Source: an optimization exercise on an open RTL-to-GDS flow (aim: small area and a short achievable clock period). Production flows keep margins and buffers that such runs may drop. Only simulation tests tie the RTL to the original design; equivalence was not proved. Power and IR drop assume default switching activity.

[design/flow/run.sh]
#!/bin/bash
# synth_recipe.tcl (not shown) runs the flow's synth.tcl, then flattens the netlist and writes it again
# the make line also repeats each setting of config.mk as NAME=value (left out here)
make -C /OpenROAD-flow-scripts/flow DESIGN_CONFIG=/design/flow/config.mk WORK_HOME=/design/flow/orfs CLKGATE_MAP_FILE= SYNTH_SCRIPT=/design/flow/synth_recipe.tcl finish
[design/flow/config.mk]
export PLATFORM = sky130hd
export DESIGN_NAME = lfsr_trng_core
export DESIGN_NICKNAME = lfsr_trng_core
export VERILOG_FILES = /design/flow/design.v
export SDC_FILE = /design/flow/constraint.sdc
export NUM_CORES = 4
export LEC_CHECK = 0
export CAP_MARGIN = 5
export CORE_MARGIN = 2
export CORE_UTILIZATION = 55
export CTS_CLUSTER_DIAMETER = 80
export CTS_CLUSTER_SIZE = 20
export SETUP_SLACK_MARGIN = 1.8
export SLEW_MARGIN = 5
export SYNTH_HIERARCHICAL = 1
[design/flow/constraint.sdc]
create_clock -name core_clock -period 4.0 [get_ports {clk}]
set_input_delay 0.8000 -clock core_clock [delete_from_list [all_inputs] [get_ports {clk}]]
set_output_delay 0.8000 -clock core_clock [all_outputs]
set_load 0.01 [all_outputs]
[design/flow/design.v]
package lfsr_trng_core_pkg;
    localparam int LFSR_W = 32;
    localparam logic [LFSR_W-1:0] LFSR_TAPS_DEFAULT = 32'h80200003;
    localparam logic [LFSR_W-1:0] LFSR_SEED_DEFAULT = 32'h00000001;
    function automatic logic [LFSR_W-1:0] lfsr_step(
        input logic [LFSR_W-1:0] s,
        input logic [LFSR_W-1:0] taps
    );
        lfsr_step = s[0] ? ((s >> 1) ^ taps) : (s >> 1);
    endfunction
endpackage
module lfsr_trng_ram #(
    parameter int DATA_WIDTH = 32,
    parameter int ADDR_WIDTH = 32,
    parameter int RAM_DEPTH  = 100
) (
    input  logic                  clk,
    input  logic                  rst,
    input  logic                  we_i,
    input  logic                  rd_i,
    input  logic [ADDR_WIDTH-1:0] addr_i,
    input  logic [DATA_WIDTH-1:0] wdata_n_i,
    output logic [DATA_WIDTH-1:0] data_o
);
    localparam int IDX_W = (RAM_DEPTH > 1) ? $clog2(RAM_DEPTH) : 1;
    logic [DATA_WIDTH-1:0] mem_n_q [RAM_DEPTH];    
    logic [DATA_WIDTH-1:0] data_d, data_q;
    logic                  hi_zero;
    logic [7:0]            lo;        
    logic [12:0]           hi;        
    logic                  rd_ok;     
    logic                  wr_ok;     
    logic [RAM_DEPTH-1:0]  sel_n;     
    logic [RAM_DEPTH-1:0]  wsel;
    assign hi_zero = ~|addr_i[ADDR_WIDTH-1:IDX_W];
    assign rd_ok   = rd_i & hi_zero;
    assign wr_ok   = rst & we_i & hi_zero;
    lfsr_trng_ram_dec u_dec (
        .idx (addr_i[IDX_W-1:0]),
        .lo  (lo),
        .hi  (hi)
    );
    for (genvar k = 0; k < RAM_DEPTH; k++) begin : g_sel
        lfsr_trng_ram_nand2 u_sel  (.a (lo[k % 8]), .b (hi[k / 8]), .y (sel_n[k]));
        lfsr_trng_ram_andn  u_wsel (.a_n (sel_n[k]), .b (wr_ok), .y (wsel[k]));
    end
    always_ff @(posedge clk) begin
        for (int k = 0; k < RAM_DEPTH; k++) begin
            if (wsel[k]) begin
                mem_n_q[k] <= wdata_n_i;
            end
        end
    end
    for (genvar b = 0; b < DATA_WIDTH; b++) begin : g_bit
        logic [24:0] g4_n;        
        logic [5:0]  g16;         
        logic [1:0]  g48_n;       
        for (genvar g = 0; g < 25; g++) begin : g_g4
            lfsr_trng_ram_or4n u_g4 (
                .mn    ({mem_n_q[4*g+3][b], mem_n_q[4*g+2][b], mem_n_q[4*g+1][b], mem_n_q[4*g][b]}),
                .sn    (sel_n[4*g+3:4*g]),
                .y_n   (g4_n[g])
            );
        end
        for (genvar g = 0; g < 6; g++) begin : g_g16
            lfsr_trng_ram_nand4 u_g16 (
                .a (g4_n[4*g]), .b (g4_n[4*g+1]), .c (g4_n[4*g+2]), .d (g4_n[4*g+3]),
                .y (g16[g])
            );
        end
        for (genvar g = 0; g < 2; g++) begin : g_g48
            lfsr_trng_ram_nor3 u_g48 (
                .a (g16[3*g]), .b (g16[3*g+1]), .c (g16[3*g+2]),
                .y (g48_n[g])
            );
        end
        lfsr_trng_ram_tail u_tail (
            .n    ({g4_n[24], g48_n}),
            .rd   (rd_ok),
            .hold (~rd_i & data_q[b]),
            .rst  (rst),
            .d    (data_d[b])
        );
    end
    always_ff @(posedge clk) begin
        data_q <= data_d;
    end
    assign data_o = data_q;
endmodule
module lfsr_trng_ram_dec (
    input  logic [6:0]  idx,
    output logic [7:0]  lo,
    output logic [12:0] hi
);
    logic [6:0] idx_n;
    for (genvar i = 0; i < 7; i++) begin : g_inv
        lfsr_trng_ram_inv u_inv (.a (idx[i]), .y (idx_n[i]));
    end
    for (genvar a = 0; a < 8; a++) begin : g_lo
        lfsr_trng_ram_nor3 u_lo (
            .a (a[0] ? idx_n[0] : idx[0]),
            .b (a[1] ? idx_n[1] : idx[1]),
            .c (a[2] ? idx_n[2] : idx[2]),
            .y (lo[a])
        );
    end
    for (genvar h = 0; h < 13; h++) begin : g_hi
        lfsr_trng_ram_nor4 u_hi (
            .a (h[0] ? idx_n[3] : idx[3]),
            .b (h[1] ? idx_n[4] : idx[4]),
            .c (h[2] ? idx_n[5] : idx[5]),
            .d (h[3] ? idx_n[6] : idx[6]),
            .y (hi[h])
        );
    end
endmodule
module lfsr_trng_ram_inv (
    input  logic a,
    output logic y
);
    assign y = ~a;
endmodule
module lfsr_trng_ram_nand2 (
    input  logic a, b,
    output logic y
);
    assign y = ~(a & b);
endmodule
module lfsr_trng_ram_andn (
    input  logic a_n, b,
    output logic y
);
    assign y = ~a_n & b;
endmodule
module lfsr_trng_ram_nand4 (
    input  logic a, b, c, d,
    output logic y
);
    assign y = ~(a & b & c & d);
endmodule
module lfsr_trng_ram_nor3 (
    input  logic a, b, c,
    output logic y
);
    assign y = ~(a | b | c);
endmodule
module lfsr_trng_ram_nor4 (
    input  logic a, b, c, d,
    output logic y
);
    assign y = ~(a | b | c | d);
endmodule
module lfsr_trng_ram_or4n (
    input  logic [3:0] mn,
    input  logic [3:0] sn,
    output logic       y_n
);
    assign y_n = ~(~((mn[0] | sn[0]) & (mn[1] | sn[1])) | ~((mn[2] | sn[2]) & (mn[3] | sn[3])));
endmodule
module lfsr_trng_ram_tail (
    input  logic [2:0] n,
    input  logic       rd,
    input  logic       hold,
    input  logic       rst,
    output logic       d
);
    assign d = rst & ((rd & ~(n[0] & n[1] & n[2])) | hold);
endmodule
module lfsr_trng_core #(
    parameter int              n          = 32,
    parameter int              DATA_WIDTH = 32,
    parameter int              ADDR_WIDTH = 32,
    parameter int              RAM_DEPTH  = 100,
    parameter logic [DATA_WIDTH-1:0] LFSR_TAPS = lfsr_trng_core_pkg::LFSR_TAPS_DEFAULT,
    parameter logic [DATA_WIDTH-1:0] LFSR_SEED = lfsr_trng_core_pkg::LFSR_SEED_DEFAULT
) (
    input  logic                  clk,
    input  logic                  rst,
    input  logic                  request,
    input  logic                  we_i,
    input  logic                  rd_i,
    input  logic [ADDR_WIDTH-1:0] addr_i,
    output logic [DATA_WIDTH-1:0] rnd,
    output logic [DATA_WIDTH-1:0] data_o,
    output logic [n-1:0]          count
);
    logic [n-1:0]          count_d, count_q;
    logic [DATA_WIDTH-1:0] lfsr_d, lfsr_q;
    logic                  lfsr0_n_q;    
    logic [DATA_WIDTH-1:0] rnd_d, rnd_q;
    logic [DATA_WIDTH-1:0] wdn_q;        
    logic                  req_d, req_q;
    logic [DATA_WIDTH-1:0] mix;
    logic [DATA_WIDTH-1:0] src;
    assign lfsr_q = {rnd_q[DATA_WIDTH-1:1], ~lfsr0_n_q};
    always_comb begin
        count_d = count_q + 1'b1;
        req_d   = request;
        lfsr_d  = lfsr_q;
        rnd_d   = rnd_q;
        mix     = lfsr_q ^ count_q;
        if (mix == '0) begin
            mix = LFSR_SEED;     
        end
        src = req_q ? lfsr_q : mix;
        if (request) begin
            lfsr_d = lfsr_trng_core_pkg::lfsr_step(src, LFSR_TAPS);
            rnd_d  = lfsr_d;
        end
    end
    always_ff @(posedge clk) begin
        if (!rst) begin
            count_q <= '0;
            lfsr0_n_q <= ~LFSR_SEED[0];
            rnd_q   <= '0;
            req_q   <= 1'b0;
        end else begin
            count_q <= count_d;
            lfsr0_n_q <= ~lfsr_d[0];
            rnd_q   <= rnd_d;
            req_q   <= req_d;
        end
    end
    always_ff @(posedge clk) begin
        if (!rst) begin
            wdn_q <= '1;
        end else if (request) begin
            wdn_q <= ~lfsr_d;
        end
    end
    assign rnd   = rnd_q;
    assign count = count_q;
    lfsr_trng_ram #(
        .DATA_WIDTH (DATA_WIDTH),
        .ADDR_WIDTH (ADDR_WIDTH),
        .RAM_DEPTH  (RAM_DEPTH)
    ) u_ram (
        .clk     (clk),
        .rst     (rst),
        .we_i    (we_i),
        .rd_i    (rd_i),
        .addr_i  (addr_i),
        .wdata_n_i (wdn_q),
        .data_o  (data_o)
    );
endmodule
==> results of run 1 <==
-- critical path: stages --
cell and delay [ns]:
buf_6 0.10, buf_12 0.13, clkinv_4 0.04, buf_8 0.12
nor3_4 0.05, buf_6 0.11, buf_12 0.16, buf_12 0.14
nand2_4 0.13, buf_12 0.16, o22ai_1 0.11, nor2_2 0.21
nand4_1 0.46, nor3_2 0.30, buf_4 0.17, a41oi_2 0.08
-- routing by layer --
metal	share of wire	track usage	wire [µm]	vias up
li1	-	-	-	30851
met1	0.37	0.4726	145200	38650
met2	0.47	0.5457	185900	4694
met3	0.10	0.05537	39950	766
met4	0.058	0.1619	22890	0
met5	0	0	0	-
-- where the power goes --
part           internal, mW  switching [mW]
clock network          8.84            10.8
logic                 0.632            1.27
registers              38.3           0.508
-- timing repair --
item,4_1_cts,5_1_grt
hold endpoints to repair,0,0
setup buffers,253,108
resized for setup,1199,265
setup endpoints to repair,3347,1322
pin swaps,119,101
cloned,87,42
-- per-module statistics from Yosys (local to each module, per instance), excerpt --
module | cells | cell area (µm²) | flip-flops and latches | times used
lfsr_trng_ram_nor4 | 1 | 12.51 | 0 | 13
lfsr_trng_ram_or4n | 3 | 16.27 | 0 | 800
lfsr_trng_ram_nand4 | 1 | 6.256 | 0 | 192
lfsr_trng_ram_andn | 1 | 13.76 | 0 | 100
lfsr_trng_ram_nand2 | 1 | 3.754 | 0 | 100
lfsr_trng_ram_nor3 | 1 | 10.01 | 0 | 72
lfsr_trng_ram_tail | 3 | 25.02 | 0 | 32
lfsr_trng_ram_inv | 1 | 3.754 | 0 | 7
lfsr_trng_core | 501 | 4568 | 98 | 1
-- kinds of logic (layout without fill, tap and decap cells) --
kind of cell               count (synthesis)  after routing  synth area share
DFF                                     3330           3330            0.8275
AOI/OAI and AO/OA                       1778           1778           0.09599
and+or+nand+nor                         1456           1456           0.06626
buffers and inverters                    103           1670          0.003273
xor gates and xnor gates                  91             91          0.006683
muxes                                      2              2         0.0001679
adders and majority gates                  1              1         0.0001049
other                                      0              1                 0
-- cell type report --
cell class / instances / share of cell area
diodes: 1 / 0.00001692
clock buffers: 251 / 0.03420
clock inverters: 13 / 0.0009815
inverters: 74 / 0.002005
multi-input cells: 3328 / 0.1498
flip-flops and latches: 3330 / 0.6706
well taps: 2838 / 0.02401
repair buffers: 1332 / 0.1184
-- path summary, 6_finish.rpt --
check             from  cells after the start                to
max          addr_i[0]                     16  u_ram.data_q[30]
min          rnd_q[20]                      1         rnd_q[20]
max reg2reg  rnd_q[31]                      8         wdn_q[31]
min reg2reg  rnd_q[20]                      1         rnd_q[20]
-- stage by stage --
step / utilization / hold slack [ns] / cells / area, µm²
global placement: 0.6163 / 0.5334 / 10412 / 132500
CTS: 0.6731 / 0.5183 / 11016 / 144800
detailed placement: 0.6163 / 0.5415 / 10412 / 132500
finish: 0.6877 / 0.5144 / 11167 / 147900
global route: 0.6877 / 0.5378 / 11167 / 147900
floorplan: - / 0.5260 / 6761 / 119300
-- flip-flops by register name (all words and copies together) (netlist names) --
| register | flops |
|---|---|
| u_ram.mem_n_q | 3200 |
| rnd_q | 32 |
| wdn_q | 32 |
| req_q | 1 |
| u_ram.data_q | 32 |
| lfsr0_n_q | 1 |
| count_q | 32 |
-- cells in the final DEF (no fill, tap or decap), types with 27 or more instances in the layout --
cell       count
bufbuf_16     39
o21ai_1       32
buf_16        53
o21a_1        29
dfxtp_4      125
o22ai_1     1510
buf_2         30
o22ai_2       75
nor2b_4      100
nand4_1      200
nor3_2        30
and2_1        29
nor2b_1       53
clkbuf_16    228
inv_1         67
xor2_1        35
nor3_4        47
xnor2_1       56
edfxtp_1    3200
buf_6        181
a21boi_0      31
nor2_1       755
nor2_2        54
a41oi_2       32
buf_4        625
clkbuf_1      57
o21ai_0       39
nand2_4       27
buf_8         39
buf_12       316
nand2_1       48
==> run_results.csv, run 1 <==
group,metric,value,unit
power_and_ir_drop,peakVddDrop,468.1,µV
timing,fin_setup_tns,0,ns
detailed_routing,drc,0,
detailed_routing,routed_wl,394000,µm
synthesis,synth_top_cell_area_share,0.8057,
cells_and_area,multi_input_area,22150,µm²
cells_and_area,area_growth,23.99,%
timing,finalMaxSlewViolations,0,
global_route,grt_pass1_wl,534800,µm
synthesis,synth_edf_count,3200,
placement,place_ws,-0.4497,ns
cells_and_area,seq_area,99170,µm²
synthesis,synthTopCellsByArea,"edfxtp_1, o22ai_1, nor2_1",
cts,clkTransAtPathRegs,0.08,ns
timing,period_minus_slack,2.554,ns
worst_setup_path,critPathKind,"primary input to flop",
synthesis,yosysTopAreaCell,"edfxtp_1",
placement,gp_congestion,0.8687,
synthesis,synthCells,6761,
detailed_routing,final_antenna_net_count,0,
power_and_ir_drop,leakage,46.44,nW
die,core-area,215000,µm²
timing,max_clock_freq,0.3916,GHz
detailed_routing,drtIter0Drc,11777,
synthesis,yosys-top-cells-count,"edfxtp_1, o22ai_1, nor2_1",
hold_path,hold_path.class,"flop to flop",
die,die_w,469.7,µm
global_route,antenna_found_initial,10,
placement,io_buffers,132,
power_and_ir_drop,p_per_area,408.3,nW/µm²
worst_setup_path,crit_path_end_kind,"flop",
cts,htree_num_levels,4,
synthesis,avgSynthCellArea,17.64,µm²
detailed_routing,num_vias,74961,
global_route,grt_overflow,0,
flow_run,max_cap_viol_count,0,
cells_and_area,nFillCells,14011,
cts,ctsLongestPathBuffers,3,
timing,relSlewSlack,0.2273,
cts,cts_made_buffers,186,
synthesis,synth-warning-count,9,
worst_setup_path,r2r_slack,1.85,ns
die,die-area,220600,µm²
synthesis,postSynth.asyncResetShare,0,
power_and_ir_drop,power,60.37,mW
die,std_cell_rows,170,
cts,clockRootBuffer,"clkbuf_16",
cts,tritoncts,"yes",
worst_setup_path,worst_setup_path_start_kind,"primary input",
global_route,grt_pass1_vias,69756,
timing,finalHoldViolations,0,
timing,rsz0062_at_grt,"yes",
timing,finalWorstSetupSlack,1.446,ns
cells_and_area,drive_gt1_frac,0.2541,
detailed_routing,drt_pass1_iterations,8,
worst_setup_path,crit_fanout,11,
synthesis,ys_seq_area_frac,0.8275,
worst_setup_path,worstPathArrival,3.29,ns
timing,min_period_over_period,0.6384,
die,start_util,0.5546,
timing,fin_worst_skew,0.03059,ns
cells_and_area,fin_nets,8290,
placement,dp_hpwl,219400,µm
die,die_h,469.7,µm
synthesis,yosysMostFrequentCell,"edfxtp_1",
synthesis,yosysUniqueCellTypes,50,
die,top_level_ports,133,
cts,ctsHoldBuffers,0,
detailed_routing,vias_per_cell,6.713,
synthesis,synthFlopType,"edfxtp_1",
outcome,status,"no timing/DRC/antenna violations",
timing,worst_pin_slew,1.159,ns
synthesis,synth_seq_cells,3330,
global_route,grtUsageTotal,0.3443,
synthesis,synth_area,119300,µm²
worst_setup_path,required,4.74,ns
cts,cts.sinks,3330,
cts,clk_latency,0.87,ns
global_route,grt_max_degree,103,
synthesis,syn-num-nets,6799,
detailed_routing,wire_per_inst,35.28,µm
timing,setup_viol,0,
==> run 2: changes to the inputs <==
--- a/design/flow/config.mk
+++ b/design/flow/config.mk
@@ -7,7 +7,7 @@
 export LEC_CHECK = 0
 export CAP_MARGIN = 5
 export CORE_MARGIN = 2
-export CORE_UTILIZATION = 55
+export CORE_UTILIZATION = 68
 export CTS_CLUSTER_DIAMETER = 80
 export CTS_CLUSTER_SIZE = 20
 export SETUP_SLACK_MARGIN = 1.8
==> run 2 against run 1 <==
  * Utilization rose by 15 points
  * First-iteration DRC count up 23%
  * Die area fell by 19%
  * Global-route usage up 8.8 points
==> run_results.csv, run 2 <==
group,metric,value,unit
synthesis,synth_area,119300,µm²
timing,setup_viol,0,
timing,max_clock_freq,0.3662,GHz
power_and_ir_drop,switching_power,12.56,mW
placement,gp_congestion,0.9374,
global_route,antenna_found_initial,14,
cts,clkTransAtPathRegs,0.08,ns
placement,io_buffers,132,
global_route,grtUsageTotal,0.4326,
synthesis,postSynth.asyncResetShare,0,
worst_setup_path,required,4.72,ns
synthesis,yosys-top-cells-count,"edfxtp_1, o22ai_1, nor2_1",
synthesis,yosysTopAreaCell,"edfxtp_1",
timing,relSlewSlack,0.1523,
synthesis,synthCells,6761,
cts,htree_num_levels,4,
timing,finalMaxSlewViolations,0,
power_and_ir_drop,p_comb_frac,0.030,
detailed_routing,final_antenna_net_count,0,
die,die-area,178800,µm²
cts,tritoncts,"yes",
cts,cts.sinks,3330,
cells_and_area,largest_register,"u_ram.mem_n_q",
die,start_util,0.6854,
detailed_routing,drt_pass1_iterations,13,
synthesis,ys_seq_area_frac,0.8275,
power_and_ir_drop,power,60.20,mW
cells_and_area,largest_reg_flops,3200,
cells_and_area,drive_gt1_frac,0.2510,
detailed_routing,drtIter0Drc,14442,
die,std_cell_rows,153,
worst_setup_path,crit_top_cell,"buf_6",
cts,clk_latency,0.89,ns
global_route,grt_max_degree,81,
cts,ctsLongestPathBuffers,3,
worst_setup_path,crit_path_end_kind,"flop",
cells_and_area,nFillCells,8056,
cells_and_area,fin_nets,8215,
detailed_routing,vias_per_cell,7.288,
hold_path,hold_path.class,"flop to flop",
synthesis,yosysMostFrequentCell,"edfxtp_1",
flow_run,max_cap_viol_count,0,
cells_and_area,layout_common_cells,"edfxtp_1, o22ai_1, nor2_1",
synthesis,synth-warning-count,9,
worst_setup_path,r2r_slack,1.83,ns
cells_and_area,mostFrequentLayoutCell,"edfxtp_1",
cells_and_area,area_growth,21.85,%
detailed_routing,routed_wl,393900,µm
detailed_routing,num_vias,77136,
timing,finalWorstSetupSlack,1.270,ns
timing,fin_worst_skew,0.04297,ns
cells_and_area,fin_util,0.8352,
worst_setup_path,ff2ff_path_depth,8,
hold_path,holdPathStages,1,
timing,period_minus_slack,2.731,ns
power_and_ir_drop,swShare,0.2086,
synthesis,synthTopCellsByArea,"edfxtp_1, o22ai_1, nor2_1",
synthesis,synth_seq_cells,3330,
synthesis,synthFlopType,"edfxtp_1",
synthesis,avgSynthCellArea,17.64,µm²
worst_setup_path,crit_fanout,7,
die,die_h,422.8,µm
synthesis,synth_top_cell_area_share,0.8057,
cells_and_area,seq_area,99170,µm²
cells_and_area,multi_input_area,22320,µm²
power_and_ir_drop,leakage,45.61,nW
timing,worst_pin_slew,1.272,ns
timing,finalHoldViolations,0,
global_route,grt_pass1_wl,539500,µm
die,die_w,422.8,µm
cts,cts_made_buffers,185,
power_and_ir_drop,p_int,47.64,mW
power_and_ir_drop,clock_power_share,0.324,
die,core-area,174000,µm²
power_and_ir_drop,seqPwrFrac,0.647,
detailed_routing,wire_per_inst,37.22,µm
worst_setup_path,worstPathArrival,3.45,ns
worst_setup_path,slowest_delay,0.60,ns
global_route,grt_pass1_vias,72341,
worst_setup_path,critPathKind,"primary input to flop",
cts,clockRootBuffer,"clkbuf_16",
power_and_ir_drop,p_per_area,414.2,nW/µm²
worst_setup_path,worst_setup_path_start_kind,"primary input",
outcome,status,"no timing/DRC/antenna violations",
worst_setup_path,cpMaxStageDelayCell,"nor3_4",
timing,min_period_over_period,0.6826,
power_and_ir_drop,peakVddDrop,504.5,µV
synthesis,syn-num-nets,6799,
detailed_routing,drc,0,
synthesis,synth_edf_count,3200,
worst_setup_path,cp_cell_sequence,"buf_6, buf_6, buf_4, buf_6, nor3_4, buf_12, buf_6, nand2_8, buf_12, o22ai_1, nor2_1, nand4_1, nor3_4, a41oi_2",
placement,dp_hpwl,220300,µm
timing,rsz0062_at_grt,"yes",
synthesis,yosysUniqueCellTypes,50,
placement,place_ws,-0.4537,ns
global_route,grt_overflow,0,
die,top_level_ports,133,
run 2: changes by cell type in the layout (fill, tap and decap cells not counted), moves of 13 or more:
cell and delta:
buf_12 -45, buf_2 +30, clkbuf_16 -28, nor2_1 -21, buf_16 -19, buf_6 -17, nor2_2 +15, buf_8 -14
o22ai_1 -13
run 2: area by class of cell:
class | instances | share of cell area
clock inverter | 12 | 0.0008265
timing repair buffer | 1258 | 0.1065
sequential | 3330 | 0.6824
clock buffer | 256 | 0.03457
inverter | 74 | 0.002066
antenna | 1 | 0.00001722
multi-input combinational | 3328 | 0.1536
tap | 2325 | 0.02002
run 2: Yosys stat by module, one instance, submodules excluded, excerpt:
module               times used  flops+latches  cell area [µm²]
lfsr_trng_core                1             98             4568
lfsr_trng_ram_tail           32              0            25.02
lfsr_trng_ram_or4n          800              0            16.27
lfsr_trng_ram_andn          100              0            13.76
lfsr_trng_ram_nor4           13              0            12.51
lfsr_trng_ram_nor3           72              0            10.01
lfsr_trng_ram_nand4         192              0            6.256
lfsr_trng_ram_inv             7              0            3.754
lfsr_trng_ram_nand2         100              0            3.754
run 2: worst paths after layout:
kind | startpoint | end
worst max-delay path | addr_i[1] | u_ram.data_q[2]
worst min-delay path | rnd_q[17] | rnd_q[17]
worst max register to register | rnd_q[17] | wdn_q[31]
worst min register to register | rnd_q[17] | rnd_q[17]
run 2: stage by stage:
step | cell area (µm²) | std cells | hold slack [ns] | setup TNS, ns
floorplan | 119300 | 6761 | 0.5260 | -807.09
global placement | 131200 | 9866 | 0.5305 | -41.69
detailed placement | 131200 | 9866 | 0.5526 | -40.38
CTS | 143500 | 10494 | 0.5025 | 0
global route | 145300 | 10584 | 0.5137 | 0
finish | 145300 | 10584 | 0.4975 | 0
run 2: power by group through the flow:
| stage | sequential [mW] | clock [mW] | combinational (mW) |
|---|---|---|---|
| finish | 38.9 | 19.5 | 1.79 |
| global route | 38.9 | 20.5 | 1.81 |
| CTS | 38.9 | 19.3 | 1.67 |
| detailed placement | 39.7 | 0 | 1.44 |
| global placement | 39.7 | 0 | 1.40 |
| floorplan | 39.6 | 0 | 0.412 |
run 2: critical path: cells and delay by family:
kind                   cells  cell delay (ns)
AND/OR/NAND/NOR            5             1.44
buffers and inverters      7             0.88
AO/OA/AOI/OAI              2             0.28
run 2: per-layer routing:
| metal | vias up | track usage | share of wire |
|---|---|---|---|
| li1 | 30651 | - | - |
| met2 | 6742 | 0.6625 | 0.46 |
| met3 | 1165 | 0.09425 | 0.14 |
| met5 | - | 0 | 0.00019 |
| met4 | 10 | 0.2755 | 0.080 |
| met1 | 38568 | 0.5732 | 0.32 |
run 2: cells by family after synthesis:
kind of cell / share of synthesized area
AND/OR/NAND/NOR: 0.06626
multiplexers: 0.0001679
flip-flops: 0.8275
buffers and inverters: 0.003273
AO/OA/AOI/OAI: 0.09599
adder cells (fa/ha/maj): 0.0001049
XOR/XNOR: 0.006683
run 2: timing repair:
action	4_1_cts	5_1_grt
setup buffers	285	79
gates cloned	75	10
pin swaps	170	149
resized for setup	1213	208
endpoints found under the setup margin	3346	3023
hold buffers	0	0
==> run 3: changes to the inputs <==
--- a/design/flow/config.mk
+++ b/design/flow/config.mk
@@ -7,9 +7,9 @@
 export LEC_CHECK = 0
 export CAP_MARGIN = 5
 export CORE_MARGIN = 2
-export CORE_UTILIZATION = 68
+export CORE_UTILIZATION = 55
 export CTS_CLUSTER_DIAMETER = 80
 export CTS_CLUSTER_SIZE = 20
-export SETUP_SLACK_MARGIN = 1.8
+export SETUP_SLACK_MARGIN = 1.5
 export SLEW_MARGIN = 5
 export SYNTH_HIERARCHICAL = 1
==> run 3 against run 2 <==
  * Still clean on timing, DRC and antenna
  * Count of clock-buffer cells in the layout is 5 lower
  * Largest power group unchanged
  * Cell count is 3.7% higher
  * Critical path depth is 2 higher
  * Sequential power hardly changed
==> run_results.csv, run 3 <==
group,metric,value,unit
worst_setup_path,crit_path_start,"addr_i[1]",
placement,io_buffers,132,
worst_setup_path,crit_family,"simple AND/OR/NAND/NOR gates",
cts,clkTransAtPathRegs,0.08,ns
cells_and_area,mostFrequentLayoutCell,"edfxtp_1",
cells_and_area,postLayoutCellArea,144200,µm²
synthesis,synth_edf_count,3200,
synthesis,yosys-top-cells-count,"edfxtp_1, o22ai_1, nor2_1",
synthesis,yosysMostFrequentCell,"edfxtp_1",
worst_setup_path,crit_buf_inv,9,
synthesis,yosysTopAreaCell,"edfxtp_1",
detailed_routing,drtIter0Drc,11067,
synthesis,postSynth.asyncResetShare,0,
placement,gp_congestion,0.8687,
timing,rsz0062_at_grt,"yes",
worst_setup_path,critPathKind,"primary input to flop",
worst_setup_path,slowest_delay,0.43,ns
cells_and_area,layout_common_cells,"edfxtp_1, o22ai_1, nor2_1",
flow_run,max_cap_viol_count,0,
timing,finalMaxSlewViolations,0,
die,core-area,215000,µm²
worst_setup_path,r2r-start,"count_q[6]",
cells_and_area,largest_register,"u_ram.mem_n_q",
worst_setup_path,crit_top_cell,"buf_6",
timing,finalHoldViolations,0,
timing,max_clock_freq,0.3826,GHz
timing,period_minus_slack,2.614,ns
cts,tritoncts,"yes",
cells_and_area,layout.cells.non_filler,10974,
cells_and_area,largest_reg_flops,3200,
detailed_routing,num_vias,73247,
synthesis,synth_seq_cells,3330,
cts,ctsLongestPathBuffers,3,
synthesis,yosysUniqueCellTypes,50,
cells_and_area,fin_util,0.6707,
synthesis,syn-num-nets,6799,
hold_path,hold_path.class,"flop to flop",
global_route,grt_max_degree,103,
cells_and_area,area_growth,20.93,%
placement,place_area,132500,µm²
cells_and_area,drive_gt1_frac,0.2150,
detailed_routing,routed_wl,380300,µm
timing,holdWs,0.4902,ns
timing,worst_pin_slew,1.192,ns
timing,setup_viol,0,
synthesis,synthTopCellsByArea,"edfxtp_1, o22ai_1, nor2_1",
global_route,grt_overflow,0,
worst_setup_path,cp_cell_sequence,"buf_6, buf_6, buf_6, inv_4, buf_6, nor3_4, buf_6, buf_12, nand2_1, buf_12, o22ai_1, nor2_1, nand4_1, nor3_2, buf_4, a41oi_2",
detailed_routing,drt_pass1_iterations,6,
synthesis,synthFlopType,"edfxtp_1",
worst_setup_path,crit_path_end_kind,"flop",
synthesis,synth_area,119300,µm²
outcome,status,"no timing/DRC/antenna violations",
synthesis,ys_seq_area_frac,0.8275,
synthesis,synthCells,6761,
worst_setup_path,ff2ff_path_depth,6,
placement,dp_cells,10412,
global_route,antenna_found_initial,9,
detailed_routing,wire_per_inst,34.65,µm
worst_setup_path,cpMaxStageDelayCell,"nand4_1",
worst_setup_path,r2r_end,"count_q[29]",
detailed_routing,drc,0,
cts,cts_made_buffers,186,
die,die_w,469.7,µm
placement,dp_hpwl,219400,µm
worst_setup_path,worstPathArrival,3.36,ns
worst_setup_path,crit_end,"u_ram.data_q[30]",
timing,min_period_over_period,0.6535,
detailed_routing,final_antenna_net_count,0,
power_and_ir_drop,p_per_area,418.2,nW/µm²
timing,relSlewSlack,0.2054,
worst_setup_path,crit_cells,16,
global_route,grtUsageTotal,0.3364,
timing,fin_worst_skew,0.03222,ns
hold_path,hold_start,"count_q[0]",
power_and_ir_drop,leakage,45.05,nW
cells_and_area,fin_nets,8091,
die,die-area,220600,µm²
global_route,grt_pass1_wl,523900,µm
global_route,grt_pass1_vias,68579,
synthesis,synth-warning-count,9,
synthesis,avgSynthCellArea,17.64,µm²
worst_setup_path,required,4.75,ns
die,die_h,469.7,µm
cts,clockRootBuffer,"clkbuf_16",
synthesis,synth_top_cell_area_share,0.8057,
die,std_cell_rows,170,
cts,cts.sinks,3330,
worst_setup_path,worst_setup_path_start_kind,"primary input",
worst_setup_path,crit_fanout,21,
power_and_ir_drop,power,60.32,mW
cts,clk_latency,0.87,ns
cts,htree_num_levels,4,
worst_setup_path,r2r_slack,1.70,ns
detailed_routing,vias_per_cell,6.675,
die,top_level_ports,133,
die,start_util,0.5546,
power_and_ir_drop,peakVddDrop,468.0,µV
-- run 3: cell counts after synthesis --
No cell type changed its count.
-- run 3: cell type report --
class,instances,area (µm²)
Antenna cell,7,17.52
Tap cell,2838,3551
Timing Repair Buffer,1133,14310
Inverter,74,296.5
Fill cell,14455,70820
Clock buffer,251,5057
Clock inverter,13,145.1
Sequential cell,3330,99010
Multi-Input combinational cell,3328,21840
-- run 3: through the flow --
| stage | setup TNS, ns | setup slack, ns |
|---|---|---|
| final | 0 | 1.386 |
| after global routing | 0 | 1.421 |
| after CTS | 0 | 1.411 |
| after detailed placement | -7.469 | -0.4497 |
| after global placement | -19.36 | -0.4337 |
| after floorplan | -807.09 | -0.2522 |
-- run 3: modules after synthesis (local to each module, per instance), excerpt --
module / cell area [µm²] / flops+latches
lfsr_trng_core: 4568 / 98
lfsr_trng_ram_tail: 25.02 / 0
lfsr_trng_ram_or4n: 16.27 / 0
lfsr_trng_ram_andn: 13.76 / 0
lfsr_trng_ram_nor4: 12.51 / 0
lfsr_trng_ram_nor3: 10.01 / 0
lfsr_trng_ram_nand4: 6.256 / 0
lfsr_trng_ram_inv: 3.754 / 0
lfsr_trng_ram_nand2: 3.754 / 0
-- run 3: worst min path at each step --
stage	endpoint	depth (start not counted)	slack, ns
finish	count_q[0]	1	0.49
global placement	rnd_q[15]	1	0.53
CTS	count_q[0]	1	0.49
detailed placement	rnd_q[24]	1	0.54
floorplan	count_q[0]	1	0.53
global route	count_q[0]	1	0.51
-- run 3: cells by family after synthesis --
family	synth area share
xor+xnor	0.006683
flops	0.8275
compound gates	0.09599
fa+ha+maj	0.0001049
buf+inv	0.003273
mux	0.0001679
simple gates	0.06626
-- run 3: metal layers --
layer	GRT usage	share of wire
met5	0	0
met3	0.04726	0.098
met2	0.5337	0.47
met1	0.4698	0.38
met4	0.1497	0.052
-- run 3: where the power goes --
| part | switching [mW] | internal (mW) |
|---|---|---|
| sequential | 0.522 | 38.3 |
| clock | 10.8 | 8.84 |
| combinational | 1.24 | 0.610 |
-- run 3: what timing repair did --
item / CTS / global route
resized for setup: 541 / 212
pin swaps: 93 / 125
buffers inserted: 144 / 75
endpoints found under the setup margin: 2760 / 339
hold buffers: 0 / 0
cloned: 61 / 11
==> run 4: changes to the inputs <==
==> design/flow/flow/run.sh (new file) <==
#!/bin/bash
# The standard layout, with the resizer allowed to change a cell's drive
# strength during timing repair (the platform otherwise only swaps cells of
# the same footprint, which in sky130hd means no resizing at all).
set -euo pipefail
bash standard.sh MATCH_CELL_FOOTPRINT=0 finish > flow_make.log 2>&1
==> design/flow/standard.sh (new file) <==
#!/bin/bash
# synth_recipe.tcl (not shown) runs the flow's synth.tcl, then flattens the netlist and writes it again
# the make line also repeats each setting of config.mk as NAME=value (left out here)
make -C /OpenROAD-flow-scripts/flow DESIGN_CONFIG=/design/flow/config.mk WORK_HOME=/design/flow/orfs CLKGATE_MAP_FILE= SYNTH_SCRIPT=/design/flow/synth_recipe.tcl "${@:-finish}"
--- a/design/flow/config.mk
+++ b/design/flow/config.mk
@@ -10,6 +10,6 @@
 export CORE_UTILIZATION = 55
 export CTS_CLUSTER_DIAMETER = 80
 export CTS_CLUSTER_SIZE = 20
-export SETUP_SLACK_MARGIN = 1.5
+export SETUP_SLACK_MARGIN = 1.8
 export SLEW_MARGIN = 5
 export SYNTH_HIERARCHICAL = 1
removed: design/flow/run.sh
==> run 4 against run 3 <==
  * Still clean
  * Worst hold slack gained 0.021 ns
  * Sequential cell count is the same
  * Fmax grew 2.4%
  * Largest cell class unchanged
==> run_results.csv, run 4 <==
group,metric,value,unit
synthesis,synthCells,6761,
cts,ctsLongestPathBuffers,3,
global_route,grt_overflow,0,
synthesis,yosysUniqueCellTypes,50,
cells_and_area,nFillCells,14097,
worst_setup_path,crit_fanout,14,
worst_setup_path,r2r_end,"count_q[28]",
timing,finalHoldViolations,0,
timing,finalMaxSlewViolations,0,
die,std_cell_rows,170,
synthesis,synth-warning-count,9,
synthesis,synth-xor-area-share,0.006683,
cells_and_area,mostFrequentLayoutCell,"edfxtp_1",
power_and_ir_drop,p_per_area,409.5,nW/µm²
cells_and_area,largest_reg_flops,3200,
power_and_ir_drop,peakVddDrop,457.4,µV
worst_setup_path,required,4.72,ns
synthesis,synth_seq_cells,3330,
detailed_routing,num_vias,74572,
detailed_routing,drtIter0Drc,11764,
cells_and_area,layout.cells.non_filler,11146,
power_and_ir_drop,leakage,46.16,nW
detailed_routing,vias_per_cell,6.690,
synthesis,synth_edf_count,3200,
worst_setup_path,crit_path_end_kind,"flop",
placement,dp_cells,10412,
timing,period_minus_slack,2.554,ns
global_route,grt_max_degree,103,
cts,clkTransAtPathRegs,0.09,ns
synthesis,synth_area,119300,µm²
timing,fin_worst_skew,0.03483,ns
placement,io_buffers,132,
die,start_util,0.5546,
placement,place_ws,-0.4497,ns
worst_setup_path,r2r_slack,1.85,ns
timing,holdWs,0.5113,ns
hold_path,hold_start,"rnd_q[15]",
die,core-area,215000,µm²
timing,finalWorstSetupSlack,1.446,ns
cts,cts_made_buffers,186,
worst_setup_path,cp_cell_sequence,"buf_12, buf_12, clkinvlp_4, buf_4, nor4_4, buf_6, nand2_2, buf_12, o22ai_1, nor2_1, nand4_1, nor3_2, a41oi_2",
worst_setup_path,r2r-start,"count_q[15]",
cells_and_area,postLayoutCellArea,147500,µm²
synthesis,syn-num-nets,6799,
cts,cts.sinks,3330,
synthesis,yosys-top-cells-count,"edfxtp_1, o22ai_1, nor2_1",
global_route,antenna_found_initial,11,
cts,clockRootBuffer,"clkbuf_16",
synthesis,synthAdderAreaFrac,0.0001049,
global_route,grtUsageTotal,0.3487,
worst_setup_path,crit_top_cell,"buf_12",
synthesis,ys_seq_area_frac,0.8275,
detailed_routing,wire_per_inst,35.41,µm
timing,fin_setup_tns,0,ns
detailed_routing,drc,0,
timing,max_clock_freq,0.3916,GHz
placement,place_area,132500,µm²
cells_and_area,fin_nets,8267,
timing,rsz0062_at_grt,"yes",
placement,gp_congestion,0.8687,
timing,min_period_over_period,0.6384,
worst_setup_path,critPathKind,"primary input to flop",
die,die_h,469.7,µm
die,top_level_ports,133,
cells_and_area,area_growth,23.71,%
synthesis,yosysMostFrequentCell,"edfxtp_1",
cells_and_area,largest_register,"u_ram.mem_n_q",
synthesis,yosys-mux-area-fraction,0.0001679,
timing,relSlewSlack,0.2028,
placement,dp_hpwl,219400,µm
hold_path,holdPathStages,1,
outcome,status,"no timing/DRC/antenna violations",
synthesis,avgSynthCellArea,17.64,µm²
synthesis,yosysTopAreaCell,"edfxtp_1",
synthesis,synth_top_family_by_area,"compound AO/OA/AOI/OAI gates",
global_route,grt_pass1_vias,70031,
hold_path,hold_path.class,"flop to flop",
synthesis,synthTopCellsByArea,"edfxtp_1, o22ai_1, nor2_1",
cells_and_area,layout_common_cells,"edfxtp_1, o22ai_1, nor2_1",
synthesis,synth_top_cell_area_share,0.8057,
worst_setup_path,ff2ff_path_depth,6,
synthesis,postSynth.asyncResetShare,0,
detailed_routing,final_antenna_net_count,0,
timing,setup_viol,0,
cells_and_area,drive_gt1_frac,0.2576,
detailed_routing,routed_wl,394700,µm
synthesis,synthFlopType,"edfxtp_1",
synthesis,synth_compound_area_frac,0.09599,
worst_setup_path,slowest_delay,0.41,ns
cts,htree_num_levels,4,
timing,worst_pin_slew,1.196,ns
cts,clk_latency,0.87,ns
worst_setup_path,worst_setup_path_start_kind,"primary input",
die,die_w,469.7,µm
detailed_routing,drt_pass1_iterations,6,
cts,tritoncts,"yes",
flow_run,max_cap_viol_count,0,
worst_setup_path,cpMaxStageDelayCell,"nor3_2",
hold_path,hold_end,"rnd_q[15]",
die,die-area,220600,µm²
synthesis,synth-simple-area-share,0.06626,
worst_setup_path,worstPathArrival,3.27,ns
global_route,grt_pass1_wl,540300,µm
[run 4: cell counts after synthesis]
Identical to the previous run, type by type.
[run 4: repair_timing]
action | CTS | global route
resized for setup | 1163 | 175
gates cloned | 108 | 18
hold buffers | 0 | 0
pin swaps | 211 | 119
setup endpoints to repair | 3347 | 591
setup buffers | 287 | 54
[run 4: cells by family after synthesis]
family                   count (synthesis)
AND/OR/NAND/NOR                       1456
adder cells (fa/ha/maj)                  1
XOR/XNOR                                91
flip-flops                            3330
buffers and inverters                  103
multiplexers                             2
AO/OA/AOI/OAI                         1778
[run 4: stage by stage]
step                      utilization  power, mW
after floorplan                     -      39.98
after global placement         0.6163      41.18
after detailed placement       0.6163      41.23
after CTS                      0.6785      60.44
after global routing           0.6861      61.76
final                          0.6861      60.42
[run 4: how the worst max path moves through the flow]
stage,cells after the start,slack [ns],start,end
floorplan,4,-0.25,addr_i[12],u_ram.mem_n_q[11][0]
global placement,12,-0.43,addr_i[2],u_ram.data_q[30]
detailed placement,12,-0.45,addr_i[2],u_ram.data_q[31]
CTS,16,1.62,addr_i[0],u_ram.data_q[31]
global route,17,1.54,addr_i[0],u_ram.data_q[16]
finish,13,1.45,addr_i[6],u_ram.data_q[22]
[run 4: power breakdown]
| group | internal [mW] | total [mW] | switching [mW] |
|---|---|---|---|
| Clock | 8.84 | 19.6 | 10.8 |
| Sequential | 38.3 | 38.8 | 0.511 |
| Combinational | 0.659 | 1.96 | 1.30 |
[run 4: critical path, delay by kind of cell]
family | cells | cell delay (ns)
AO/OA/AOI/OAI | 2 | 0.24
AND/OR/NAND/NOR | 5 | 1.31
buffers and inverters | 6 | 0.87
[run 4: Yosys stat by module, one instance, submodules excluded, excerpt]
module | area (µm²) | copies in the design
lfsr_trng_core | 4568 | 1
lfsr_trng_ram_andn | 13.76 | 100
lfsr_trng_ram_inv | 3.754 | 7
lfsr_trng_ram_nand4 | 6.256 | 192
lfsr_trng_ram_nor3 | 10.01 | 72
lfsr_trng_ram_nor4 | 12.51 | 13
[run 4: cell type report]
cell class | count | area [µm²] | area share
Sequential cell | 3330 | 99170 | 0.6721
Multi-Input combinational cell | 3328 | 22660 | 0.1536
Timing Repair Buffer | 1309 | 16650 | 0.1129
Clock buffer | 251 | 5057 | 0.03428
Tap cell | 2838 | 3551 | 0.02407
Inverter | 74 | 299.0 | 0.002027
Clock inverter | 13 | 145.1 | 0.0009837
Antenna cell | 3 | 7.507 | 0.00005088
[run 4: layer usage]
metal	track usage	vias up	part of all wire
met2	0.5577	4631	0.48
met3	0.05380	651	0.10
met4	0.1571	0	0.053
li1	-	30774	-
met5	0	-	0
met1	0.4787	38516	0.37
==> run 5: changes to the inputs <==
--- a/design/flow/config.mk
+++ b/design/flow/config.mk
@@ -10,6 +10,7 @@
 export CORE_UTILIZATION = 55
 export CTS_CLUSTER_DIAMETER = 80
 export CTS_CLUSTER_SIZE = 20
-export SETUP_SLACK_MARGIN = 1.8
+export SETUP_SLACK_MARGIN = 1.9
 export SLEW_MARGIN = 5
 export SYNTH_HIERARCHICAL = 1
+export TNS_END_PERCENT = 10
==> run 5 against run 4 <==
  * Utilization rose by 0.067 points
  * Critical path depth rose by 2
  * Combinational power barely moved
  * First-iteration DRC count fell by 1.1%
  * Clock power barely moved
  * Routed wire length fell by 0.18%
  * Design area barely moved
  * Synthesized cell count did not move
  * Worst hold slack got worse by 0.025 ns
  * Global-route usage fell by 0.20 points
==> run_results.csv, run 5 <==
group,metric,value,unit
outcome,status,"no timing/DRC/antenna violations",
cells_and_area,drive_gt1_frac,0.2591,
cts,clkTransAtPathRegs,0.08,ns
detailed_routing,routed_wl,394000,µm
worst_setup_path,r2r_slack,1.84,ns
die,core-area,215000,µm²
global_route,grtUsageTotal,0.3467,
cells_and_area,layout_common_cells,"edfxtp_1, o22ai_1, nor2_1",
detailed_routing,final_antenna_net_count,0,
synthesis,synthTopCellsByArea,"edfxtp_1, o22ai_1, nor2_1",
cells_and_area,nFillCells,14067,
timing,period_minus_slack,2.514,ns
placement,dp_cells,10412,
worst_setup_path,required,4.75,ns
cells_and_area,postLayoutCellArea,147700,µm²
die,std_cell_rows,170,
synthesis,synth_area,119300,µm²
synthesis,yosysTopAreaCell,"edfxtp_1",
timing,worst_pin_slew,1.188,ns
global_route,antenna_found_initial,10,
worst_setup_path,cp_cell_sequence,"buf_6, buf_6, inv_4, buf_6, nor3_4, buf_12, nand2_8, buf_8, buf_6, o22ai_2, nor2_1, nand4_1, nor3_4, buf_4, a41oi_2",
power_and_ir_drop,peakVddDrop,467.0,µV
timing,fin_worst_skew,0.04219,ns
worst_setup_path,crit_buf_inv,8,
synthesis,synth_edf_count,3200,
cells_and_area,largest_register,"u_ram.mem_n_q",
timing,fin_setup_tns,0,ns
power_and_ir_drop,p_per_area,409.2,nW/µm²
die,top_level_ports,133,
cells_and_area,area_growth,23.83,%
worst_setup_path,crit_family,"simple AND/OR/NAND/NOR gates",
timing,relSlewSlack,0.2079,
synthesis,synthFlopType,"edfxtp_1",
global_route,grt_pass1_wl,537300,µm
flow_run,max_cap_viol_count,0,
cts,cts_made_buffers,186,
worst_setup_path,worstPathArrival,3.26,ns
timing,finalHoldViolations,0,
detailed_routing,vias_per_cell,6.671,
timing,finalWorstSetupSlack,1.486,ns
timing,min_period_over_period,0.6284,
cts,clk_latency,0.88,ns
global_route,grt_overflow,0,
synthesis,postSynth.asyncResetShare,0,
worst_setup_path,crit_top_cell,"buf_6",
detailed_routing,wire_per_inst,35.31,µm
synthesis,synth-warning-count,9,
worst_setup_path,critPathKind,"primary input to flop",
worst_setup_path,cpMaxStageDelayCell,"nor3_4",
timing,max_clock_freq,0.3978,GHz
detailed_routing,drt_pass1_iterations,6,
placement,place_area,132500,µm²
synthesis,yosys-top-cells-count,"edfxtp_1, o22ai_1, nor2_1",
synthesis,yosysMostFrequentCell,"edfxtp_1",
cells_and_area,fin_nets,8280,
detailed_routing,num_vias,74442,
worst_setup_path,crit_path_end_kind,"flop",
cts,tritoncts,"yes",
synthesis,synth_seq_cells,3330,
worst_setup_path,slowest_delay,0.46,ns
cts,ctsHoldBuffers,0,
die,die_h,469.7,µm
die,die_w,469.7,µm
die,start_util,0.5546,
synthesis,avgSynthCellArea,17.64,µm²
timing,setup_viol,0,
power_and_ir_drop,leakage,46.38,nW
cts,cts.sinks,3330,
timing,finalMaxSlewViolations,0,
hold_path,hold_path.class,"flop to flop",
placement,gp_congestion,0.8687,
timing,rsz0062_at_grt,"yes",
detailed_routing,drc,0,
cells_and_area,largest_reg_flops,3200,
cts,htree_num_levels,4,
die,die-area,220600,µm²
detailed_routing,drtIter0Drc,11638,
synthesis,synth_top_cell_area_share,0.8057,
synthesis,synthCells,6761,
synthesis,syn-num-nets,6799,
placement,place_ws,-0.4497,ns
cts,ctsLongestPathBuffers,3,
power_and_ir_drop,power,60.44,mW
synthesis,yosysUniqueCellTypes,50,
global_route,grt_max_degree,103,
cells_and_area,mostFrequentLayoutCell,"edfxtp_1",
worst_setup_path,worst_setup_path_start_kind,"primary input",
placement,dp_hpwl,219400,µm
cts,clockRootBuffer,"clkbuf_16",
synthesis,ys_seq_area_frac,0.8275,
cells_and_area,layout.cells.non_filler,11159,
global_route,grt_pass1_vias,69490,
placement,io_buffers,132,
worst_setup_path,crit_fanout,7,
## run 5: metrics by stage
stage | hold WS, ns | utilization
after floorplan | 0.5260 | -
after global placement | 0.5334 | 0.6163
after detailed placement | 0.5415 | 0.6163
after CTS | 0.4929 | 0.6746
after global routing | 0.4931 | 0.6867
final | 0.4863 | 0.6868
## run 5: per-module statistics from Yosys, one instance, submodules excluded, excerpt
module | flip-flops and latches | cell area (µm²) | cells | copies in the design
lfsr_trng_ram_nand4 | 0 | 6.256 | 1 | 192
lfsr_trng_ram_or4n | 0 | 16.27 | 3 | 800
lfsr_trng_ram_inv | 0 | 3.754 | 1 | 7
lfsr_trng_ram_tail | 0 | 25.02 | 3 | 32
lfsr_trng_ram_nand2 | 0 | 3.754 | 1 | 100
lfsr_trng_ram_nor3 | 0 | 10.01 | 1 | 72
lfsr_trng_ram_andn | 0 | 13.76 | 1 | 100
lfsr_trng_core | 98 | 4568 | 501 | 1
lfsr_trng_ram_nor4 | 0 | 12.51 | 1 | 13
## run 5: logic make-up after synthesis
| logic type | count (synthesis) | synth area share |
|---|---|---|
| compound gates | 1778 | 0.09599 |
| flops | 3330 | 0.8275 |
| simple gates | 1456 | 0.06626 |
| buf+inv | 103 | 0.003273 |
| xor+xnor | 91 | 0.006683 |
| fa+ha+maj | 1 | 0.0001049 |
| mux | 2 | 0.0001679 |
## run 5: final cells by class
cell class	count	area [µm²]	share of cell area
diodes	3	7.507	0.00005083
clock inverters	13	145.1	0.0009828
flip-flops and latches	3330	99170	0.6715
repair buffers	1322	16720	0.1132
multi-input cells	3328	22730	0.1539
clock buffers	251	5057	0.03424
well taps	2838	3551	0.02404
inverters	74	299.0	0.002025
## run 5: layer usage
| layer | GRT usage | up-vias | part of all wire |
|---|---|---|---|
| met5 | 0 | - | 0 |
| met4 | 0.1544 | 0 | 0.054 |
| met3 | 0.05137 | 676 | 0.10 |
| met2 | 0.5542 | 4626 | 0.47 |
| met1 | 0.4784 | 38321 | 0.37 |
| li1 | - | 30819 | - |
## run 5: power breakdown
part | switching, mW | internal (mW)
combinational | 1.29 | 0.670
sequential | 0.520 | 38.3
clock | 10.8 | 8.84
## run 5: worst reg2reg max path, stage by stage (launching register included)
cell	delay [ns]
dfxtp_4	0.40
ha_1	0.24
nand4_1	0.15
buf_4	0.19
nor4_1	0.58
nand4_1	0.20
xnor2_1	0.15
and2_1	0.14
## run 5: repair_timing
| item | CTS | global route |
|---|---|---|
| pin swaps | 213 | 124 |
| cloned | 100 | 20 |
| setup endpoints to repair | 3347 | 1969 |
| resized for setup | 858 | 485 |
| setup buffers | 214 | 146 |
## run 5: final timing paths
kind | from | to | depth (start not counted)
worst min register to register | count_q[0] | count_q[0] | 1
worst min-delay path | count_q[0] | count_q[0] | 1
worst max-delay path | addr_i[1] | u_ram.data_q[30] | 15
worst max register to register | count_q[0] | count_q[18] | 7
==> run 6: changes to the inputs <==
--- a/design/flow/config.mk
+++ b/design/flow/config.mk
@@ -10,7 +10,7 @@
 export CORE_UTILIZATION = 55
 export CTS_CLUSTER_DIAMETER = 80
 export CTS_CLUSTER_SIZE = 20
-export SETUP_SLACK_MARGIN = 1.9
+export SETUP_SLACK_MARGIN = 2.0
 export SLEW_MARGIN = 5
 export SYNTH_HIERARCHICAL = 1
 export TNS_END_PERCENT = 10
==> run 6 against run 5 <==
  * Routed wire length rose by 0.63%
  * Utilization rose by 0.46 points
  * Combinational power barely moved
  * Largest cell class unchanged
==> run_results.csv, run 6 <==
group,metric,value,unit
cts,clkTransAtPathRegs,0.08,ns
synthesis,yosysMostFrequentCell,"edfxtp_1",
worst_setup_path,worstPathArrival,3.25,ns
cts,cts_made_buffers,186,
cells_and_area,mostFrequentLayoutCell,"edfxtp_1",
power_and_ir_drop,p_per_area,406.8,nW/µm²
cts,cts.sinks,3330,
timing,max_clock_freq,0.3958,GHz
synthesis,synthFlopType,"edfxtp_1",
synthesis,yosys-top-cells-count,"edfxtp_1, o22ai_1, nor2_1",
placement,place_area,132500,µm²
timing,rsz0062_at_grt,"yes",
hold_path,holdPathStages,1,
cells_and_area,postLayoutCellArea,148700,µm²
synthesis,yosysUniqueCellTypes,50,
power_and_ir_drop,power,60.48,mW
die,die_h,469.7,µm
power_and_ir_drop,peakVddDrop,477.6,µV
cts,clk_latency,0.89,ns
power_and_ir_drop,leakage,46.63,nW
worst_setup_path,ff2ff_path_depth,8,
synthesis,synth_area,119300,µm²
die,start_util,0.5546,
timing,fin_setup_tns,0,ns
worst_setup_path,crit_path_end_kind,"flop",
power_and_ir_drop,swShare,0.2093,
global_route,grt_pass1_wl,538600,µm
detailed_routing,num_vias,75076,
detailed_routing,final_antenna_net_count,0,
detailed_routing,drtIter0Drc,11457,
timing,period_minus_slack,2.526,ns
synthesis,ys_seq_area_frac,0.8275,
global_route,grt_pass1_vias,69721,
cts,htree_num_levels,4,
timing,finalHoldViolations,0,
worst_setup_path,worst_setup_path_start_kind,"primary input",
timing,holdWs,0.4797,ns
flow_run,max_cap_viol_count,0,
synthesis,synthTopCellsByArea,"edfxtp_1, o22ai_1, nor2_1",
detailed_routing,wirelength_met1,146000,µm
placement,place_ws,-0.4497,ns
power_and_ir_drop,seqPwrFrac,0.642,
global_route,grt_overflow,0,
synthesis,synth_seq_cells,3330,
synthesis,synth_edf_count,3200,
placement,gp_congestion,0.8687,
worst_setup_path,critPathKind,"primary input to flop",
global_route,grt_max_degree,103,
die,die_w,469.7,µm
detailed_routing,drc,0,
synthesis,syn-num-nets,6799,
detailed_routing,drt_pass1_iterations,7,
cells_and_area,area_growth,24.65,%
worst_setup_path,crit_fanout,7,
worst_setup_path,crit_path_start,"addr_i[0]",
synthesis,postSynth.asyncResetShare,0,
detailed_routing,vias_per_cell,6.689,
worst_setup_path,r2r-start,"count_q[12]",
hold_path,hold_path.class,"flop to flop",
power_and_ir_drop,p_comb_frac,0.033,
timing,worst_pin_slew,1.169,ns
synthesis,yosysTopAreaCell,"edfxtp_1",
synthesis,synth-warning-count,9,
timing,fin_worst_skew,0.03853,ns
cells_and_area,fin_nets,8345,
power_and_ir_drop,switching_power,12.66,mW
global_route,antenna_found_initial,9,
cells_and_area,layout_common_cells,"edfxtp_1, o22ai_1, nor2_1",
die,die-area,220600,µm²
detailed_routing,wl_met3,40980,µm
power_and_ir_drop,clock_power_share,0.325,
detailed_routing,wl_met2,186500,µm
cts,tritoncts,"yes",
synthesis,synthCells,6761,
cells_and_area,drive_gt1_frac,0.2671,
cts,ctsLongestPathBuffers,3,
die,std_cell_rows,170,
global_route,grtUsageTotal,0.3476,
cts,clockRootBuffer,"clkbuf_16",
synthesis,avgSynthCellArea,17.64,µm²
cells_and_area,largest_register,"u_ram.mem_n_q",
timing,finalWorstSetupSlack,1.474,ns
power_and_ir_drop,p_int,47.83,mW
worst_setup_path,required,4.73,ns
placement,dp_hpwl,219400,µm
timing,relSlewSlack,0.2205,
detailed_routing,routed_wl,396500,µm
cells_and_area,largest_reg_flops,3200,
placement,io_buffers,132,
die,core-area,215000,µm²
hold_path,hold_start,"rnd_q[16]",
die,top_level_ports,133,
detailed_routing,wire_per_inst,35.33,µm
timing,finalMaxSlewViolations,0,
outcome,status,"no timing/DRC/antenna violations",
detailed_routing,highest_layer,"met5",
timing,min_period_over_period,0.6316,
timing,setup_viol,0,
cts,ctsHoldBuffers,0,
synthesis,synth_top_cell_area_share,0.8057,
-- run 6: per-stage QoR --
step	util	cells
4_1_cts	0.6758	11001
2_1_floorplan	-	6761
3_5_place_dp	0.6163	10412
5_1_grt	0.6913	11223
3_3_place_gp	0.6163	10412
6_report	0.6913	11223
-- run 6: what timing repair did --
| item | CTS | global route |
|---|---|---|
| gates cloned | 107 | 26 |
| setup endpoints to repair | 3353 | 3063 |
| buffers inserted | 218 | 194 |
| pin swaps | 213 | 162 |
| resized for setup | 872 | 567 |
-- run 6: area by class of cell --
type | count | area, µm²
diodes | 2 | 5.005
clock buffers | 251 | 5057
flip-flops and latches | 3330 | 99170
inverters | 74 | 301.5
multi-input cells | 3328 | 22800
clock inverters | 13 | 145.1
well taps | 2838 | 3551
repair buffers | 1387 | 17640
fillers | 13966 | 66380
-- run 6: power groups by stage --
stage,combinational (mW),sequential (mW),clock [mW]
after floorplan,0.412,39.6,0
after global placement,1.55,39.6,0
after global routing,2.04,38.8,20.9
after CTS,1.81,38.8,19.8
after detailed placement,1.58,39.7,0
final,1.98,38.8,19.7
-- run 6: cells by family (layout without fill, tap and decap cells) --
| family | Yosys count | in the layout | share of synthesized area |
|---|---|---|---|
| and+or+nand+nor | 1456 | 1456 | 0.06626 |
| muxes | 2 | 2 | 0.0001679 |
| buffers and inverters | 103 | 1725 | 0.003273 |
| AOI/OAI and AO/OA | 1778 | 1778 | 0.09599 |
| DFF | 3330 | 3330 | 0.8275 |
| adders and majority gates | 1 | 1 | 0.0001049 |
| xor gates and xnor gates | 91 | 91 | 0.006683 |
| other | 0 | 2 | 0 |
-- run 6: final timing paths --
path                      end  slack (ns)
max reg2reg       count_q[30]        1.92
min reg2reg         rnd_q[16]        0.48
max          u_ram.data_q[31]        1.47
min                 rnd_q[16]        0.48
-- run 6: layer usage --
metal	track usage	vias up
met2	0.5505	4752
met1	0.4758	38674
met3	0.05739	711
met5	0	-
met4	0.1656	2
li1	-	30937
-- run 6: Yosys stat by module, one instance, submodules excluded, excerpt --
module,flip-flops and latches,area (µm²)
lfsr_trng_core,98,4568
lfsr_trng_ram_tail,0,25.02
lfsr_trng_ram_andn,0,13.76
lfsr_trng_ram_or4n,0,16.27
lfsr_trng_ram_nand4,0,6.256
lfsr_trng_ram_nor4,0,12.51
lfsr_trng_ram_nor3,0,10.01
lfsr_trng_ram_nand2,0,3.754
lfsr_trng_ram_inv,0,3.754
-- run 6: critical path, stage by stage --
cell and delay, ns:
buf_6 0.10, buf_12 0.13, clkinv_4 0.04, buf_8 0.12, nor3_4 0.05, buf_6 0.13, clkbuf_16 0.18, buf_8 0.14
nand2_8 0.08, buf_12 0.16, buf_12 0.16, o22ai_1 0.10, nor2_2 0.16, nand4_1 0.28, buf_6 0.24, nor3_4 0.24
a41oi_2 0.13
==> run 7: changes to the inputs <==
--- a/design/flow/config.mk
+++ b/design/flow/config.mk
@@ -7,10 +7,10 @@
 export LEC_CHECK = 0
 export CAP_MARGIN = 5
 export CORE_MARGIN = 2
-export CORE_UTILIZATION = 55
+export CORE_UTILIZATION = 60
 export CTS_CLUSTER_DIAMETER = 80
 export CTS_CLUSTER_SIZE = 20
-export SETUP_SLACK_MARGIN = 2.0
+export SETUP_SLACK_MARGIN = 1.9
 export SLEW_MARGIN = 5
 export SYNTH_HIERARCHICAL = 1
-export TNS_END_PERCENT = 10
+export TNS_END_PERCENT = 5
==> run 7 against run 6 <==
  * Critical path type unchanged
  * Die area shrank 8.3%
  * First-iteration DRC count grew 25%
  * Cell count shrank 2.0%
  * Sequential share of layout area shrank 0.19 points
  * Clock skew is essentially flat
  * Register-to-register slack lost 0.12 ns
  * Power shrank 0.29%
  * Critical path depth shrank 3
  * Design area grew 0.18%
  * Combinational power is essentially flat
  * Utilization grew 6.3 points
==> run_results.csv, run 7 <==
group,metric,value,unit
synthesis,yosysUniqueCellTypes,50,
synthesis,synth_seq_cells,3330,
die,die_h,449.8,µm
worst_setup_path,crit_buf_inv,7,
cts,clockRootBuffer,"clkbuf_16",
detailed_routing,num_vias,76693,
timing,relSlewSlack,0.1311,
synthesis,synthTopCellsByArea,"edfxtp_1, o22ai_1, nor2_1",
synthesis,synth-xor-area-share,0.006683,
detailed_routing,routed_wl,413800,µm
global_route,grt_pass1_wl,561900,µm
timing,fin_setup_tns,0,ns
synthesis,postSynth.asyncResetShare,0,
detailed_routing,drtIter0Drc,14348,
power_and_ir_drop,p_int,47.67,mW
global_route,grtUsageTotal,0.4003,
die,start_util,0.6041,
timing,rsz0062_at_grt,"yes",
cells_and_area,drive_gt1_frac,0.2621,
cells_and_area,fin_util,0.7544,
power_and_ir_drop,switching_power,12.63,mW
cts,cts.sinks,3330,
die,die-area,202400,µm²
timing,max_clock_freq,0.3934,GHz
timing,setup_viol,0,
die,std_cell_rows,163,
detailed_routing,wl_met3,54280,µm
global_route,antenna_found_initial,22,
synthesis,yosysMostFrequentCell,"edfxtp_1",
synthesis,yosysTopAreaCell,"edfxtp_1",
synthesis,synthFlopType,"edfxtp_1",
cts,clk_latency,0.90,ns
cells_and_area,fin_nets,8321,
global_route,grt_max_degree,103,
worst_setup_path,slowest_delay,0.51,ns
synthesis,syn-num-nets,6799,
power_and_ir_drop,peakVddDrop,480.1,µV
cts,cts_made_buffers,184,
timing,finalHoldViolations,0,
worst_setup_path,cp_cell_sequence,"buf_6, buf_12, clkinv_4, buf_8, nor3_4, clkbuf_16, nand2_2, buf_12, o22ai_1, nor2_2, nand4_1, nor3_2, buf_4, a41oi_2",
synthesis,synth_area,119300,µm²
cells_and_area,layout_common_cells,"edfxtp_1, o22ai_1, nor2_1",
worst_setup_path,crit_top_cell,"buf_12",
timing,period_minus_slack,2.542,ns
worst_setup_path,required,4.76,ns
die,top_level_ports,133,
synthesis,yosys-mux-area-fraction,0.0001679,
flow_run,max_cap_viol_count,0,
worst_setup_path,worstPathArrival,3.30,ns
power_and_ir_drop,p_per_area,404.9,nW/µm²
worst_setup_path,critPathKind,"primary input to flop",
timing,worst_pin_slew,1.303,ns
cells_and_area,area_growth,24.88,%
cells_and_area,nFillCells,11582,
worst_setup_path,cpMaxStageDelayCell,"nand4_1",
power_and_ir_drop,seqPwrFrac,0.645,
timing,fin_worst_skew,0.03856,ns
synthesis,synth_compound_area_frac,0.09599,
global_route,grt_pass1_vias,71398,
synthesis,synth-simple-area-share,0.06626,
cts,tritoncts,"yes",
die,die_w,449.8,µm
detailed_routing,drc,0,
detailed_routing,wirelength_met1,145700,µm
die,core-area,197400,µm²
worst_setup_path,crit_path_end_kind,"flop",
detailed_routing,drt_pass1_iterations,6,
synthesis,synth_top_cell_area_share,0.8057,
cts,ctsHoldBuffers,0,
synthesis,synth_top_family_by_area,"compound AO/OA/AOI/OAI gates",
worst_setup_path,worst_setup_path_start_kind,"primary input",
cells_and_area,largest_reg_flops,3200,
synthesis,yosys-top-cells-count,"edfxtp_1, o22ai_1, nor2_1",
timing,min_period_over_period,0.6354,
detailed_routing,highest_layer,"met5",
placement,io_buffers,132,
synthesis,synthAdderAreaFrac,0.0001049,
outcome,status,"no timing/DRC/antenna violations",
placement,dp_hpwl,226600,µm
cells_and_area,mostFrequentLayoutCell,"edfxtp_1",
detailed_routing,wl_met2,186100,µm
placement,gp_congestion,0.9197,
power_and_ir_drop,p_comb_frac,0.033,
synthesis,synth-warning-count,9,
cts,htree_num_levels,4,
worst_setup_path,crit_family,"simple AND/OR/NAND/NOR gates",
cells_and_area,largest_register,"u_ram.mem_n_q",
hold_path,hold_path.class,"flop to flop",
synthesis,synthCells,6761,
detailed_routing,wire_per_inst,37.64,µm
synthesis,synth_edf_count,3200,
detailed_routing,vias_per_cell,6.977,
power_and_ir_drop,clock_power_share,0.322,
global_route,grt_overflow,0,
synthesis,avgSynthCellArea,17.64,µm²
cts,clkTransAtPathRegs,0.09,ns
cts,ctsLongestPathBuffers,3,
timing,finalMaxSlewViolations,0,
synthesis,ys_seq_area_frac,0.8275,
detailed_routing,final_antenna_net_count,0,
power_and_ir_drop,leakage,47.48,nW
worst_setup_path,crit_fanout,14,
power_and_ir_drop,swShare,0.2095,
==> run 7: worst paths after layout <==
| check | startpoint | to | slack, ns | cells past startpoint |
|---|---|---|---|---|
| worst min register to register | count_q[0] | count_q[0] | 0.48 | 1 |
| worst min-delay path | count_q[0] | count_q[0] | 0.48 | 1 |
| worst max register to register | count_q[27] | wdn_q[31] | 1.80 | 7 |
| worst max-delay path | addr_i[0] | u_ram.data_q[26] | 1.46 | 14 |
==> run 7: area by class of cell <==
class / count / area [µm²] / area share
inverter: 74 / 287.8 / 0.001932
sequential: 3330 / 99070 / 0.6652
clock inverter: 11 / 95.09 / 0.0006384
antenna: 5 / 12.51 / 0.00008401
multi-input combinational: 3328 / 23210 / 0.1558
timing repair buffer: 1365 / 18000 / 0.1209
tap: 2640 / 3303 / 0.02218
clock buffer: 240 / 4964 / 0.03332
==> run 7: kinds of logic (layout without fill, tap and decap cells) <==
kind of cell,Yosys count,count (layout)
other,0,5
xor gates and xnor gates,91,91
and+or+nand+nor,1456,1456
buffers and inverters,103,1690
adders and majority gates,1,1
DFF,3330,3330
muxes,2,2
AOI/OAI and AO/OA,1778,1778
==> run 7: per-module statistics from Yosys, one instance, submodules excluded, a selection <==
| module | times used | cells inside | flip-flops and latches | area, µm² |
|---|---|---|---|---|
| lfsr_trng_ram_andn | 100 | 1 | 0 | 13.76 |
| lfsr_trng_ram_nor3 | 72 | 1 | 0 | 10.01 |
| lfsr_trng_ram_inv | 7 | 1 | 0 | 3.754 |
| lfsr_trng_ram_nand4 | 192 | 1 | 0 | 6.256 |
| lfsr_trng_ram_or4n | 800 | 3 | 0 | 16.27 |
| lfsr_trng_core | 1 | 501 | 98 | 4568 |
| lfsr_trng_ram_nand2 | 100 | 1 | 0 | 3.754 |
| lfsr_trng_ram_nor4 | 13 | 1 | 0 | 12.51 |
| lfsr_trng_ram_tail | 32 | 3 | 0 | 25.02 |
==> run 7: repair_timing <==
item,CTS,global route
pin swaps,215,159
cloned,108,16
buffers inserted,221,95
setup endpoints to repair,3348,3346
resized for setup,833,381
==> run 7: metal layers <==
layer,GRT usage,vias up
li1,-,30866
met1,0.5589,39011
met2,0.5957,5895
met3,0.08427,919
met4,0.2229,2
met5,0,-
==> run 7: worst register-to-register path: stages (launching register included) <==
cell and delay [ns]:
dfxtp_4 0.37, xor2_2 0.19, nor4_4 0.34, nand4_1 0.27
nor4_4 0.33, buf_4 0.19, o211ai_1 0.15, a21bo_2 0.27
==> run 7: metrics by stage <==
step	power, mW	setup WS, ns	hold WS (ns)	cells	cell area, µm²
final	60.31	1.458	0.4800	10993	148900
after global routing	61.52	1.501	0.5040	10991	148900
after CTS	60.15	1.582	0.4784	10877	146200
after detailed placement	41.32	-0.3688	0.5186	10297	133300
after global placement	41.26	-1.151	0.5134	10295	133200
after floorplan	39.98	-0.2522	0.5260	6761	119300
==> run 7: power by group through the flow <==
| stage | registers [mW] | logic, mW | clock network, mW |
|---|---|---|---|
| 6_report | 38.9 | 1.97 | 19.4 |
| 5_1_grt | 38.9 | 2.00 | 20.6 |
| 4_1_cts | 38.9 | 1.83 | 19.4 |
| 3_5_place_dp | 39.7 | 1.62 | 0 |
| 3_3_place_gp | 39.7 | 1.58 | 0 |
| 2_1_floorplan | 39.6 | 0.412 | 0 |

-- what the ideal ports hide --
In the flow no input, the clock included, has a driving cell. The finished layouts below were timed again as built, in two steps. Step 1 sets driving cells, clkbuf_16 on the clock port and buf_2 on the other inputs (assumed; they add their load-dependent delay and slew). Step 2 adds t to the input delays and takes it off the output delays; t is the mean of the earliest and latest rising clock arrival at the registers after step 1. Input paths then give back, and output paths get back, about the clock's delay inside the block. a / b / c = ideal / step 1 / step 2; a / b = the first two.
run	t (ns)	slack for setup (ns)	slew at the worst register clock pin (ns)
run 1	0.951	1.446 / 1.481 / 0.530	0.09 / 0.09
run 2	0.963	1.269 / 1.325 / 0.362	0.10 / 0.10
run 3	0.952	1.386 / 1.452 / 0.501	0.09 / 0.09
run 4	0.949	1.446 / 1.484 / 0.535	0.09 / 0.09
run 5	0.959	1.486 / 1.555 / 0.596	0.09 / 0.09
run 6	0.966	1.474 / 1.542 / 0.577	0.09 / 0.09
run 7	0.980	1.458 / 1.454 / 0.474	0.09 / 0.09
After both steps setup and hold are still met in every run listed. For run 7, which loses most, drivers alone change the setup slack by -0.004 ns; drivers and shift together by -0.984 ns.
